Context: an optimization exercise on an open-source flow, tuned for small area. The choices shown serve that exercise and are no tape-out recipe. In this exercise RTL edits were held to simulation tests only and were not proved equivalent to the original. Power figures rest on the tool's default switching activity, not on a simulated workload.

==> design/flow/run.sh <==
#!/bin/bash
# synth_recipe.tcl (not shown) runs the flow's synth.tcl, then flattens the netlist and writes it again
# the make line also repeats each setting of config.mk as NAME=value (left out here)
make -C /OpenROAD-flow-scripts/flow DESIGN_CONFIG=/design/flow/config.mk WORK_HOME=/design/flow/orfs CLKGATE_MAP_FILE= SYNTH_SCRIPT=/design/flow/synth_recipe.tcl finish
==> design/flow/config.mk <==
export PLATFORM = sky130hd
export DESIGN_NAME = reg_file_mp
export DESIGN_NICKNAME = reg_file_mp
export VERILOG_FILES = /design/flow/design.v
export SDC_FILE = /design/flow/constraint.sdc
export NUM_CORES = 4
export LEC_CHECK = 0
export CAP_MARGIN = 20
export CORE_MARGIN = 2
export CORE_UTILIZATION = 40
export SLEW_MARGIN = 20
export SYNTH_HIERARCHICAL = 1
==> design/flow/constraint.sdc <==
create_clock -name core_clock -period 6.0 [get_ports {clk}]
set_input_delay 1.2000 -clock core_clock [delete_from_list [all_inputs] [get_ports {clk}]]
set_output_delay 1.2000 -clock core_clock [all_outputs]
set_load 0.01 [all_outputs]
==> design/flow/design.v <==
package reg_file_pkg;
  localparam int DATA_W_DEF = 32;
  localparam int ADDR_W_DEF = 5;
  localparam int NUM_RD_MAX = 4;
  function automatic integer cnt_width(input integer n);
    cnt_width = $clog2(n + 1);
  endfunction
endpackage
module reg_scoreboard
#(
  parameter int ADDR_W = reg_file_pkg::ADDR_W_DEF
) (
  input  logic                       clk,
  input  logic                       rst_n,
  input  logic [(2**ADDR_W)-1:0]     i_clr_hit,    
  input  logic [(2**ADDR_W)-1:0]     i_set_hit,    
  output logic [(2**ADDR_W)-1:0]     o_pending,
  output logic [ADDR_W:0]            o_pend_cnt
);
  localparam int DEPTH = 2**ADDR_W;
  localparam int CNT_W = reg_file_pkg::cnt_width(DEPTH);
  logic [DEPTH-1:1] r_pend;
  logic [CNT_W-1:0] r_cnt;
  logic             w_do_clr;
  logic             w_do_set;
  assign w_do_set = |(i_set_hit[DEPTH-1:1] & ~r_pend);
  assign w_do_clr = |(i_clr_hit[DEPTH-1:1] & r_pend & ~i_set_hit[DEPTH-1:1]);
  always_ff @(posedge clk) begin
    if (!rst_n) begin
      r_pend <= '0;
      r_cnt  <= '0;
    end else begin
      r_pend <= i_set_hit[DEPTH-1:1] | (r_pend & ~i_clr_hit[DEPTH-1:1]);
      r_cnt  <= r_cnt + CNT_W'(w_do_set) - CNT_W'(w_do_clr);
    end
  end
  assign o_pending  = {r_pend, 1'b0};
  assign o_pend_cnt = r_cnt;
endmodule
module reg_file_mp
#(
  parameter int DATA_W = reg_file_pkg::DATA_W_DEF,
  parameter int ADDR_W = reg_file_pkg::ADDR_W_DEF,
  parameter int NUM_RD = 2,
  parameter bit BYPASS = 1'b1
) (
  input  logic                     clk,
  input  logic                     rst_n,
  input  logic [NUM_RD*ADDR_W-1:0] rd_addr,
  output logic [NUM_RD*DATA_W-1:0] rd_data,
  output logic [NUM_RD-1:0]        rd_busy,
  output logic                     hazard,
  input  logic                     wr_en,
  input  logic [ADDR_W-1:0]        wr_addr,
  input  logic [DATA_W-1:0]        wr_data,
  input  logic                     iss_en,
  input  logic [ADDR_W-1:0]        iss_addr,
  output logic [ADDR_W:0]          pend_cnt
);
  localparam int DEPTH = 2**ADDR_W;
  localparam int NRD   = (NUM_RD < reg_file_pkg::NUM_RD_MAX) ? NUM_RD : reg_file_pkg::NUM_RD_MAX;
  logic [DEPTH-1:0]  w_pend;
  logic [DEPTH-1:0]  w_wr_hit;
  logic [DEPTH-1:0]  w_iss_hit;
  logic [DATA_W-1:0] w_wdata;
  logic [DEPTH-1:0]  w_bits [DATA_W];
  for (genvar gi = 0; gi < DEPTH; gi++) begin : g_dec
    assign w_wr_hit[gi]  = wr_en  && (wr_addr  == ADDR_W'(gi));
    assign w_iss_hit[gi] = iss_en && (iss_addr == ADDR_W'(gi));
  end
  assign w_wdata = wr_data & {DATA_W{rst_n}};
  for (genvar gi = 1; gi < DEPTH; gi++) begin : g_mem
    logic [DATA_W-1:0] r_q;
    always_ff @(posedge clk) begin
      if (!rst_n || w_wr_hit[gi]) r_q <= w_wdata;
    end
    for (genvar gb = 0; gb < DATA_W; gb++) begin : g_t
      assign w_bits[gb][gi] = r_q[gb];
    end
  end
  for (genvar gb = 0; gb < DATA_W; gb++) begin : g_z
    assign w_bits[gb][0] = 1'b0;
  end
  reg_scoreboard #(
    .ADDR_W (ADDR_W)
  ) u_sb (
    .clk        (clk),
    .rst_n      (rst_n),
    .i_clr_hit  (w_wr_hit),
    .i_set_hit  (w_iss_hit),
    .o_pending  (w_pend),
    .o_pend_cnt (pend_cnt)
  );
  for (genvar gp = 0; gp < NRD; gp++) begin : g_rd
    logic [ADDR_W-1:0] w_ra;
    logic              w_fwd;
    logic [DEPTH-1:0]  w_sel;
    assign w_ra  = rd_addr[gp*ADDR_W +: ADDR_W];
    assign w_fwd = BYPASS && rst_n && wr_en && (wr_addr == w_ra) && (w_ra != '0);
    assign w_sel[0] = w_fwd;
    for (genvar gi = 1; gi < DEPTH; gi++) begin : g_sel
      assign w_sel[gi] = rst_n && !w_fwd && (w_ra == ADDR_W'(gi));
    end
    for (genvar gb = 0; gb < DATA_W; gb++) begin : g_bit
      rf_ao_tree #(.N(DEPTH)) u_ao (
        .i_d   ({w_bits[gb][DEPTH-1:1], wr_data[gb]}),
        .i_s   (w_sel),
        .o_y   (rd_data[gp*DATA_W + gb])
      );
    end
    rf_ao_tree #(.N(DEPTH-1)) u_busy (
      .i_d   (w_pend[DEPTH-1:1]),
      .i_s   (w_sel[DEPTH-1:1]),
      .o_y   (rd_busy[gp])
    );
  end
  assign hazard = |rd_busy;
endmodule
module rf_ao_tree
#(
  parameter int N = 32
) (
  input  logic [N-1:0] i_d,
  input  logic [N-1:0] i_s,
  output logic         o_y
);
  localparam int NG = N / 3;
  localparam int NR = N - 3*NG;
  logic [NG-1:0] w_n;
  for (genvar gg = 0; gg < NG; gg++) begin : g_grp
    rf_aoi222 u_g (
      .a1(i_d[3*gg]),   .a2(i_s[3*gg]),
      .b1(i_d[3*gg+1]), .b2(i_s[3*gg+1]),
      .c1(i_d[3*gg+2]), .c2(i_s[3*gg+2]),
      .y (w_n[gg]));
  end
  if (NR == 0) begin : g_r0
    rf_nand_n #(.N(NG)) u_nand (.i_a(w_n), .o_y(o_y));
  end else begin : g_rn
    rf_nand_ao #(.N(NG), .M(NR)) u_nand (
      .i_a(w_n), .i_d(i_d[N-1 -: NR]), .i_s(i_s[N-1 -: NR]), .o_y(o_y));
  end
endmodule
module rf_aoi222 (
  input  logic a1, a2, b1, b2, c1, c2,
  output logic y
);
  assign y = ~((a1 & a2) | (b1 & b2) | (c1 & c2));
endmodule
module rf_nand_n
#(
  parameter int N = 11
) (
  input  logic [N-1:0] i_a,
  output logic         o_y
);
  assign o_y = ~&i_a;
endmodule
module rf_nand_ao
#(
  parameter int N = 10,
  parameter int M = 2
) (
  input  logic [N-1:0] i_a,
  input  logic [M-1:0] i_d,
  input  logic [M-1:0] i_s,
  output logic         o_y
);
  assign o_y = ~&i_a | (|(i_d & i_s));
endmodule
==> insert_results.sql, run 1 <==
INSERT INTO impl_metrics (metric_group, metric, value, unit) VALUES
('global_routing', 'grt_pass1_vias', '33800', ''),
('global_routing', 'grt_max_degree', '66', ''),
('power', 'sw_frac_of_total', '24.4', '%'),
('sta', 'final.period_utilization', '101', '%'),
('setup_path', 'worst_ep_arrival_time', '4.84', 'ns'),
('setup_path', 'critical_path.reg2reg.startpoint', 'u_sb.r_pend[10]', ''),
('drt', 'ant_nets', '0', ''),
('floorplanning', 'placementRows', '119', ''),
('sta', 'setup-violations-final', '4', ''),
('drt', 'dr_total_vias', '34200', ''),
('status', 'check-failures', 'setup timing', ''),
('sta', 'fin_hold_ws', '0.565', 'ns'),
('floorplanning', 'initial_utilization', '40.3', '%'),
('floorplanning', 'overall_die_height', '330', 'um'),
('clock_network', 'clk_transition_reported_paths', '0.06', 'ns'),
('sta', 'fin_skew', '0.0408', 'ns'),
('finish', 'final_area', '0.0530', 'mm^2'),
('sta', 'slew_viols_final', '0', ''),
('finish', 'syn_to_final_growth', '24.9', '%'),
('power', 'cellLeakagePower', '17.8', 'nW'),
('sta', 'finalCriticalPeriod', '6.04', 'ns'),
('finish', 'final-instance-count-excl-fill', '4503', ''),
('placed_design', 'numPortBuffers', '128', ''),
('drt', 'vias_per_cell', '7.59', ''),
('power', 'peakVddDrop', '0.349', 'mV'),
('sta', 'grt_setup_unrepaired', 'yes', ''),
('global_routing', 'groute.layer.met3.usage', '11.1', '%'),
('power', 'cell_internal_pwr', '12.7', 'mW'),
('setup_path', 'endpoint_kind', 'output pin', ''),
('sta', 'hold_violations', '0', ''),
('setup_path', 'crit-reg2reg-capture', 'u_sb.r_cnt[4]', ''),
('synthesis', 'synthesis.yosys.warnings', '9', ''),
('placed_design', 'replace_congestion', '0.923', ''),
('global_routing', 'first_pass_grt_wire_length', '250000', 'um'),
('floorplanning', 'floorplan.die_area', '0.109', 'mm^2'),
('synthesis', 'postSynthNetCount', '2595', ''),
('power', 'p_comb_share', '8.4', '%'),
('setup_path', 'path_max_fanout', '11', ''),
('global_routing', 'grt_util_met1', '42.2', '%'),
('power', 'total_power', '16.8', 'mW'),
('setup_path', 'critical_path.cell_chain', 'clkdlybuf4s50_1, inv_1, o2111ai_4, o2111ai_1, buf_6, nor2_2, a222oi_1, nand4_1, or4_4, clkdlybuf4s50_1', ''),
('placed_design', 'place_ws', '-0.165', 'ns'),
('placed_design', 'detailed_place.area', '0.0494', 'mm^2'),
('drt', 'drt_iter0_drc', '9344', ''),
('drt', 'drc_errors', '0', ''),
('finish', 'design.final.nets', '3085', ''),
('clock_network', 'cts.path.max_buffers', '3', ''),
('sta', 'relSlewSlack', '10.1', '%'),
('sta', 'worstMarginPinSlew', '1.35', 'ns'),
('finish', 'drive_above_1_share', '20.0', '%'),
('global_routing', 'grt_util_all_layers', '32.6', '%'),
('setup_path', 'worst-setup-path-type', 'in2out', ''),
('finish', 'layout.core_utilization', '50.3', '%'),
('min_path', 'worst_hold_path.endpoint', 'u_sb.r_pend[7]', ''),
('min_path', 'whs_path_depth', '2', ''),
('global_routing', 'gr-total-overflow', '0', ''),
('setup_path', 'critical-path-max-stage-delay', '1.02', 'ns'),
('drt', 'wirelength', '183000', 'um'),
('setup_path', 'cp.required', '4.80', 'ns'),
('status', 'outcome', 'complete, but fails checks', ''),
('power', 'p_switching', '4.09', 'mW'),
('clock_network', 'numCtsBuffers', '106', ''),
('sta', 'clock.fmax', '0.166', 'GHz'),
('setup_path', 'worst_r2r_path_depth', '13', ''),
('global_routing', 'number_of_antenna_violations_at_the_first_check_in_global_routing', '3', ''),
('setup_path', 'worst_path_most_repeated_cell', 'sky130_fd_sc_hd__clkdlybuf4s50_1', ''),
('clock_network', 'number_of_clock_sinks', '1029', ''),
('synthesis', 'syn-cell-area', '0.0424', 'mm^2'),
('synthesis', 'synth.avg_cell_area', '16.7', 'um^2'),
('clock_network', 'clk-insertion-delay-late', '0.70', 'ns'),
('sta', 'timing.final.ws_setup', '-0.0358', 'ns');
-- worst max-delay path by stage --
| stage | from | end | cells after the start |
|---|---|---|---|
| after global placement | wr_addr[0] | rd_data[46] | 13 |
| after floorplan | rd_addr[4] | hazard | 9 |
| after global routing | rd_addr[6] | rd_data[44] | 11 |
| after detailed placement | wr_addr[0] | rd_data[46] | 13 |
| after CTS | rd_addr[0] | rd_data[8] | 12 |
| final | wr_addr[4] | rd_data[56] | 10 |
-- placed cells by master (no fill, tap or decap), types with 28 or more instances in the layout --
cell type                         count
sky130_fd_sc_hd__o22ai_1             28
sky130_fd_sc_hd__clkbuf_1            32
sky130_fd_sc_hd__inv_1               39
sky130_fd_sc_hd__buf_12              98
sky130_fd_sc_hd__clkbuf_16          108
sky130_fd_sc_hd__a222oi_1           660
sky130_fd_sc_hd__o21ai_4             31
sky130_fd_sc_hd__edfxtp_1           992
sky130_fd_sc_hd__nor2_1              70
sky130_fd_sc_hd__a21boi_0            30
sky130_fd_sc_hd__buf_4              174
sky130_fd_sc_hd__nand2_1            114
sky130_fd_sc_hd__or4_4               64
sky130_fd_sc_hd__a22o_1              64
sky130_fd_sc_hd__nand2b_1            35
sky130_fd_sc_hd__dfxtp_1             37
sky130_fd_sc_hd__nand4_1            137
sky130_fd_sc_hd__nor3_2              48
sky130_fd_sc_hd__clkdlybuf4s50_1     95
-- critical path, delay by kind of cell --
family	cells	cell delay (ns)
AND/OR/NAND/NOR	3	1.40
buffers and inverters	4	1.48
AO/OA/AOI/OAI	3	0.73
-- what timing repair did --
action | 4_1_cts | 5_1_grt
setup endpoints to repair | 44 | 51
gates cloned | 1 | 2
pin swaps | 28 | 51
buffers inserted | 1 | 4
hold buffers | 0 | 0
resized for setup | 17 | 33
-- flip-flops by register name, summed over array words and instances (netlist names) --
name,count
u_sb.r_pend,31
g_mem.r_q,992
u_sb.r_cnt,6
-- layer usage --
| metal | routed length (um) | up-vias | part of all wire [%] |
|---|---|---|---|
| li1 | - | 13100 | - |
| met1 | 63800 | 16800 | 35 |
| met2 | 78200 | 3478 | 43 |
| met3 | 28300 | 747 | 16 |
| met4 | 12100 | 6 | 6.6 |
| met5 | 166 | - | 0.091 |
-- power groups by stage --
stage	clock network [mW]	registers [mW]	logic, mW
after floorplan	0	8.95	0.581
after global placement	0	8.97	1.33
after detailed placement	0	9.03	1.36
after CTS	6.48	8.88	1.36
after global routing	6.75	8.95	1.44
final	6.46	8.89	1.40
-- cell type report --
cell class              count  area (um^2)  share of cell area (%)
repair buffers            413         4790                    9.05
inverters                  41          154                   0.291
diodes                      2         5.00                 0.00945
clock buffers             140         2820                    5.33
clock inverters            56          515                   0.973
multi-input cells        1431        12400                    23.4
flip-flops and latches   1029        30500                    57.6
well taps                1391         1740                    3.29
==> inputs of run 2 (changes only) <==
--- a/design/flow/design.v
+++ b/design/flow/design.v
@@ -93,2 +93,4 @@
   );
+  logic [DEPTH-1:0]  w_keep;
+  assign w_keep = {DEPTH{rst_n}} & ~w_wr_hit;
   for (genvar gp = 0; gp < NRD; gp++) begin : g_rd
@@ -101,3 +103,3 @@
     for (genvar gi = 1; gi < DEPTH; gi++) begin : g_sel
-      assign w_sel[gi] = rst_n && !w_fwd && (w_ra == ADDR_W'(gi));
+      assign w_sel[gi] = w_keep[gi] && (w_ra == ADDR_W'(gi));
     end
@@ -136,8 +138,8 @@
   end
-  if (NR == 0) begin : g_r0
-    rf_nand_n #(.N(NG)) u_nand (.i_a(w_n), .o_y(o_y));
-  end else begin : g_rn
-    rf_nand_ao #(.N(NG), .M(NR)) u_nand (
-      .i_a(w_n), .i_d(i_d[N-1 -: NR]), .i_s(i_s[N-1 -: NR]), .o_y(o_y));
+  logic [NR:0] w_r;
+  assign w_r[NR] = 1'b1;
+  for (genvar gr = 0; gr < NR; gr++) begin : g_r
+    rf_nand2 u_r (.a(i_d[3*NG+gr]), .b(i_s[3*NG+gr]), .y(w_r[gr]));
   end
+  rf_nand_n #(.N(NG + NR)) u_nand (.i_a({w_r[NR-1:0], w_n}), .o_y(o_y));
 endmodule
@@ -148,2 +150,26 @@
   assign y = ~((a1 & a2) | (b1 & b2) | (c1 & c2));
+endmodule
+module rf_nand2 (
+  input  logic a, b,
+  output logic y
+);
+  assign y = ~(a & b);
+endmodule
+module rf_nand3 (
+  input  logic a, b, c,
+  output logic y
+);
+  assign y = ~(a & b & c);
+endmodule
+module rf_nand4 (
+  input  logic a, b, c, d,
+  output logic y
+);
+  assign y = ~(a & b & c & d);
+endmodule
+module rf_or3 (
+  input  logic a, b, c,
+  output logic y
+);
+  assign y = a | b | c;
 endmodule
@@ -156,15 +182,17 @@
 );
-  assign o_y = ~&i_a;
+  if (N == 12) begin : g_12
+    logic [2:0] w_g;
+    rf_nand4 u_n0 (.a(i_a[0]), .b(i_a[1]), .c(i_a[2]),  .d(i_a[3]),  .y(w_g[0]));
+    rf_nand4 u_n1 (.a(i_a[4]), .b(i_a[5]), .c(i_a[6]),  .d(i_a[7]),  .y(w_g[1]));
+    rf_nand4 u_n2 (.a(i_a[8]), .b(i_a[9]), .c(i_a[10]), .d(i_a[11]), .y(w_g[2]));
+    rf_or3   u_o  (.a(w_g[0]), .b(w_g[1]), .c(w_g[2]), .y(o_y));
+  end else if (N == 11) begin : g_11
+    logic [2:0] w_g;
+    rf_nand4 u_n0 (.a(i_a[0]), .b(i_a[1]), .c(i_a[2]),  .d(i_a[3]), .y(w_g[0]));
+    rf_nand4 u_n1 (.a(i_a[4]), .b(i_a[5]), .c(i_a[6]),  .d(i_a[7]), .y(w_g[1]));
+    rf_nand3 u_n2 (.a(i_a[8]), .b(i_a[9]), .c(i_a[10]),             .y(w_g[2]));
+    rf_or3   u_o  (.a(w_g[0]), .b(w_g[1]), .c(w_g[2]), .y(o_y));
+  end else begin : g_n
+    assign o_y = ~&i_a;
+  end
 endmodule
-module rf_nand_ao
-#(
-  parameter int N = 10,
-  parameter int M = 2
-) (
-  input  logic [N-1:0] i_a,
-  input  logic [M-1:0] i_d,
-  input  logic [M-1:0] i_s,
-  output logic         o_y
-);
-  assign o_y = ~&i_a | (|(i_d & i_s));
-endmodule
==> design/flow/flow/run.sh (new file) <==
#!/bin/bash
# Standard layout (the standard.sh: standard synthesis, ORFS floorplan to
# finish) with one change: the port buffers are buf_2 cells instead of the
# slow clkdlybuf4s50_1 that buffer_ports picks by default.
set -euo pipefail
bash standard.sh "BUFFER_PORTS_ARGS=-buffer_cell sky130_fd_sc_hd__buf_2" finish > standard.log 2>&1
==> design/flow/standard.sh (new file) <==
#!/bin/bash
# synth_recipe.tcl (not shown) runs the flow's synth.tcl, then flattens the netlist and writes it again
# the make line also repeats each setting of config.mk as NAME=value (left out here)
make -C /OpenROAD-flow-scripts/flow DESIGN_CONFIG=/design/flow/config.mk WORK_HOME=/design/flow/orfs CLKGATE_MAP_FILE= SYNTH_SCRIPT=/design/flow/synth_recipe.tcl "${@:-finish}"
--- a/design/flow/config.mk
+++ b/design/flow/config.mk
@@ -7,6 +7,9 @@
 export LEC_CHECK = 0
-export CAP_MARGIN = 20
+export CAP_MARGIN = 5
 export CORE_MARGIN = 2
-export CORE_UTILIZATION = 40
-export SLEW_MARGIN = 20
+export CORE_UTILIZATION = 65
+export CTS_BUF_LIST = sky130_fd_sc_hd__clkbuf_16
+export CTS_CLUSTER_DIAMETER = 60
+export CTS_CLUSTER_SIZE = 30
+export SLEW_MARGIN = 5
 export SYNTH_HIERARCHICAL = 1
removed: design/flow/run.sh
==> run 2 against run 1 <==
  * Total power shrank 12%
  * Sequential share of layout area increased by 6.4 points
  * Highest routed layer unchanged
  * Clock power shrank 28%
  * Register-to-register slack got worse by 0.24 ns
  * Setup slack got worse by 0.018 ns
  * Synthesized cell count increased by 2.5%
  * Cell count decreased by 16%
  * First-iteration DRC count up 11%
  * The layout still fails its checks (setup timing)
  * Via count is 0.95% lower
  * Fmax down 0.29%
  * Die area is 38% lower
==> insert_results.sql, run 2 <==
INSERT INTO impl_metrics (metric_group, metric, value, unit) VALUES
('status', 'outcome', 'complete, but fails checks', ''),
('status', 'check-failures', 'setup timing', ''),
('power', 'p_comb_share', '7.7', '%'),
('setup_path', 'critical-path-slowest-cell', 'sky130_fd_sc_hd__nor2_1', ''),
('global_routing', 'gr-total-overflow', '0', ''),
('clock_network', 'postCtsHoldBufs', '0', ''),
('drt', 'drc_errors', '0', ''),
('placed_design', 'numPortBuffers', '128', ''),
('clock_network', 'cts.path.max_buffers', '3', ''),
('global_routing', 'grt_max_degree', '44', ''),
('power', 'cell_internal_pwr', '10.9', 'mW'),
('power', 'share_seq_of_total_power', '60.5', '%'),
('placed_design', 'replace_congestion', '0.989', ''),
('power', 'p_switching', '3.80', 'mW'),
('synthesis', 'postSynthNetCount', '2658', ''),
('finish', 'layout.core_utilization', '74.0', '%'),
('drt', 'wirelength', '163000', 'um'),
('finish', 'top_regs', 'g_mem.r_q (992), u_sb.r_pend (31), u_sb.r_cnt (6)', ''),
('setup_path', 'worst_ep_arrival_time', '4.85', 'ns'),
('drt', 'drt_iter0_drc', '10400', ''),
('finish', 'design.final.nets', '2953', ''),
('sta', 'relSlewSlack', '6.21', '%'),
('floorplanning', 'initial_utilization', '65.6', '%'),
('sta', 'fin_hold_ws', '0.553', 'ns'),
('global_routing', 'grt_pass1_vias', '32800', ''),
('setup_path', 'path_max_fanout', '22', ''),
('finish', 'final_area', '0.0476', 'mm^2'),
('setup_path', 'critical-path-max-stage-delay', '0.68', 'ns'),
('setup_path', 'cp.required', '4.80', 'ns'),
('sta', 'finalSetupTns', '-0.0533', 'ns'),
('floorplanning', 'io-pin-count', '129', ''),
('power', 'peakVddDrop', '0.345', 'mV'),
('finish', 'largest_register_ffs', '992', ''),
('setup_path', 'r2r_setup_slack', '2.57', 'ns'),
('placed_design', 'hpwlAfterDp', '99800', 'um'),
('setup_path', 'critical_path.cell_chain', 'buf_2, nand4bb_1, nor2_1, nor3_2, buf_4, a222oi_1, nand4_1, or3_1, or2_2, buf_2', ''),
('setup_path', 'worst_path_most_repeated_cell', 'sky130_fd_sc_hd__buf_2', ''),
('drt', 'detailedRoute.firstPassIterationCount', '17', ''),
('setup_path', 'worst-setup-path-type', 'in2out', ''),
('power', 'sw_frac_of_total', '25.9', '%'),
('synthesis', 'synthesis.yosys.warnings', '9', ''),
('sta', 'hold_violations', '0', ''),
('clock_network', 'numCtsBuffers', '56', ''),
('floorplanning', 'placementRows', '93', ''),
('clock_network', 'clk_transition_reported_paths', '0.09', 'ns'),
('finish', 'max_flop_register', 'g_mem.r_q', ''),
('sta', 'fin_skew', '0.0193', 'ns'),
('power', 'power_density_cells', '309', 'mW/mm^2'),
('clock_network', 'post-cts-setup-buffer-count', '0', ''),
('clock_network', 'htree_num_levels', '2', ''),
('drt', 'dr_total_vias', '33800', ''),
('finish', 'drive_above_1_share', '16.6', '%'),
('sta', 'final.period_utilization', '101', '%'),
('synthesis', 'synthesis.instances', '2595', ''),
('placed_design', 'detailed_place.area', '0.0455', 'mm^2'),
('drt', 'wl_per_cell', '43.0', 'um'),
('floorplanning', 'overall_die_height', '259', 'um'),
('finish', 'syn_to_final_growth', '12.9', '%'),
('drt', 'vias_per_cell', '8.91', ''),
('sta', 'timing.final.ws_setup', '-0.0533', 'ns'),
('sta', 'grt_setup_unrepaired', 'no', ''),
('global_routing', 'number_of_antenna_violations_at_the_first_check_in_global_routing', '12', ''),
('global_routing', 'first_pass_grt_wire_length', '228000', 'um'),
('sta', 'clock.fmax', '0.165', 'GHz'),
('sta', 'setup-violations-final', '1', ''),
('clock_network', 'clock-root-buffer', 'sky130_fd_sc_hd__clkbuf_16', ''),
('sta', 'slew_viols_final', '0', ''),
('power', 'cellLeakagePower', '15.6', 'nW'),
('drt', 'ant_nets', '0', ''),
('global_routing', 'grt_util_all_layers', '48.2', '%'),
('setup_path', 'endpoint_kind', 'output pin', ''),
('flow_run', 'max-cap-violations', '0', ''),
('setup_path', 'worstPathBufferInverterCount', '3', ''),
('clock_network', 'number_of_clock_sinks', '1029', ''),
('setup_path', 'cp_top_family', 'simple AND/OR/NAND/NOR gates', ''),
('floorplanning', 'core_region_area', '0.0643', 'mm^2'),
('sta', 'worstMarginPinSlew', '1.41', 'ns'),
('clock_network', 'clk-insertion-delay-late', '0.66', 'ns'),
('clock_network', 'post_cts_resize_count', '0', ''),
('finish', 'layout.cells.most_common_list', 'sky130_fd_sc_hd__edfxtp_1, sky130_fd_sc_hd__a222oi_1, sky130_fd_sc_hd__nand4_1', ''),
('floorplanning', 'fp.dieW', '259', 'um'),
('floorplanning', 'floorplan.die_area', '0.0670', 'mm^2'),
('power', 'clock_power_share', '31.7', '%'),
('clock_network', 'cts_tree', 'yes', ''),
('synthesis', 'syn-cell-area', '0.0422', 'mm^2'),
('finish', 'layout_commonest_cell', 'sky130_fd_sc_hd__edfxtp_1', ''),
('sta', 'finalCriticalPeriod', '6.05', 'ns'),
('power', 'total_power', '14.7', 'mW'),
('setup_path', 'critical_path.startpoint_type', 'input port', ''),
('synthesis', 'synth.avg_cell_area', '16.3', 'um^2'),
('min_path', 'worst_hold_path_type', 'reg2reg', '');
==> run 2: changes by cell type in the layout (fill, tap and decap cells not counted), moves of 20 or more <==
cell                              previous run  this run
sky130_fd_sc_hd__buf_2                       0       127
sky130_fd_sc_hd__buf_12                     98         3
sky130_fd_sc_hd__clkdlybuf4s50_1            95         0
sky130_fd_sc_hd__nand2_1                   114       182
sky130_fd_sc_hd__or3_1                       0        66
sky130_fd_sc_hd__a22o_1                     64         0
sky130_fd_sc_hd__or4_4                      64         0
sky130_fd_sc_hd__nand4_1                   137       198
sky130_fd_sc_hd__clkbuf_16                 108        56
sky130_fd_sc_hd__clkbuf_1                   32         0
sky130_fd_sc_hd__buf_4                     174       144
sky130_fd_sc_hd__dlymetal6s2s_1             23         0
sky130_fd_sc_hd__clkinv_1                   22         2
==> run 2: power groups by stage <==
stage | clock (mW) | sequential (mW) | combinational, mW
2_1_floorplan | 0 | 8.95 | 0.521
3_3_place_gp | 0 | 8.96 | 1.05
3_5_place_dp | 0 | 9.04 | 1.07
4_1_cts | 4.63 | 8.88 | 1.08
5_1_grt | 4.86 | 8.95 | 1.16
6_report | 4.67 | 8.90 | 1.14
==> run 2: final timing paths <==
kind                   start              end  cells after the start
max               wr_addr[4]           hazard                     10
min          u_sb.r_pend[26]  u_sb.r_pend[26]                      2
max reg2reg   u_sb.r_pend[9]    u_sb.r_cnt[4]                     13
min reg2reg  u_sb.r_pend[26]  u_sb.r_pend[26]                      2
==> run 2: metrics by stage <==
stage          setup slack [ns]  cells
6_report                -0.0533   3797
5_1_grt                  0.0846   3790
4_1_cts                   0.163   3788
3_5_place_dp              0.178   3687
3_3_place_gp              0.109   3687
2_1_floorplan             0.211   2595
==> run 2: layout make-up <==
| type | count | area (um^2) |
|---|---|---|
| Fill cell | 3823 | 16700 |
| Inverter | 37 | 139 |
| Antenna cell | 9 | 22.5 |
| Tap cell | 855 | 1070 |
| Multi-Input combinational cell | 1492 | 12000 |
| Clock inverter | 45 | 691 |
| Clock buffer | 56 | 1400 |
| Sequential cell | 1029 | 30500 |
| Timing Repair Buffer | 274 | 1780 |
==> run 2: worst min-delay path: cells and delay by family, from the launching register on <==
kind	cells	cell delay, ns
AND/OR/NAND/NOR	1	0.08
AO/OA/AOI/OAI	1	0.07
flip-flops	1	0.36
==> run 2: layer usage <==
layer | up-vias | track usage [%] | wire length [um]
li1 | 12800 | - | -
met1 | 16000 | 59.6 | 47100
met2 | 4162 | 70.9 | 70100
met3 | 899 | 16.6 | 30000
met4 | 10 | 35.8 | 15900
met5 | - | 0.570 | 84

==> static timing again, ports no longer ideal <==
The results above use ideal ports. As a check the final layouts listed here were re-extracted and re-timed, cells and wires unchanged.
Step 1, drivers: a clkbuf_16 drives clk and a buf_2 each remaining input, both assumed.
Step 2 also shifts input and output timing later by t, the mid clock arrival at the registers, as if the neighbouring blocks saw the same clock.
a / b / c = no drivers / after step 1 / after step 2; a / b = the first two.
| run | shift t [ns] | setup WS [ns] | hold WS [ns] | slew at the worst register clock pin (ns) | worst slew at a driven data input, ns |
|---|---|---|---|---|---|
| run 1 | 0.753 | -0.036 / -0.085 / -0.085 | 0.565 / 0.565 / 0.565 | 0.07 / 0.07 | 0.16 |
| run 2 | 0.731 | -0.053 / -0.093 / -0.093 | 0.553 / 0.553 / 0.553 | 0.11 / 0.11 | 0.12 |
The setup slack of run 1, which loses most, moves by -0.049 ns with the drivers and by -0.049 ns with both steps.
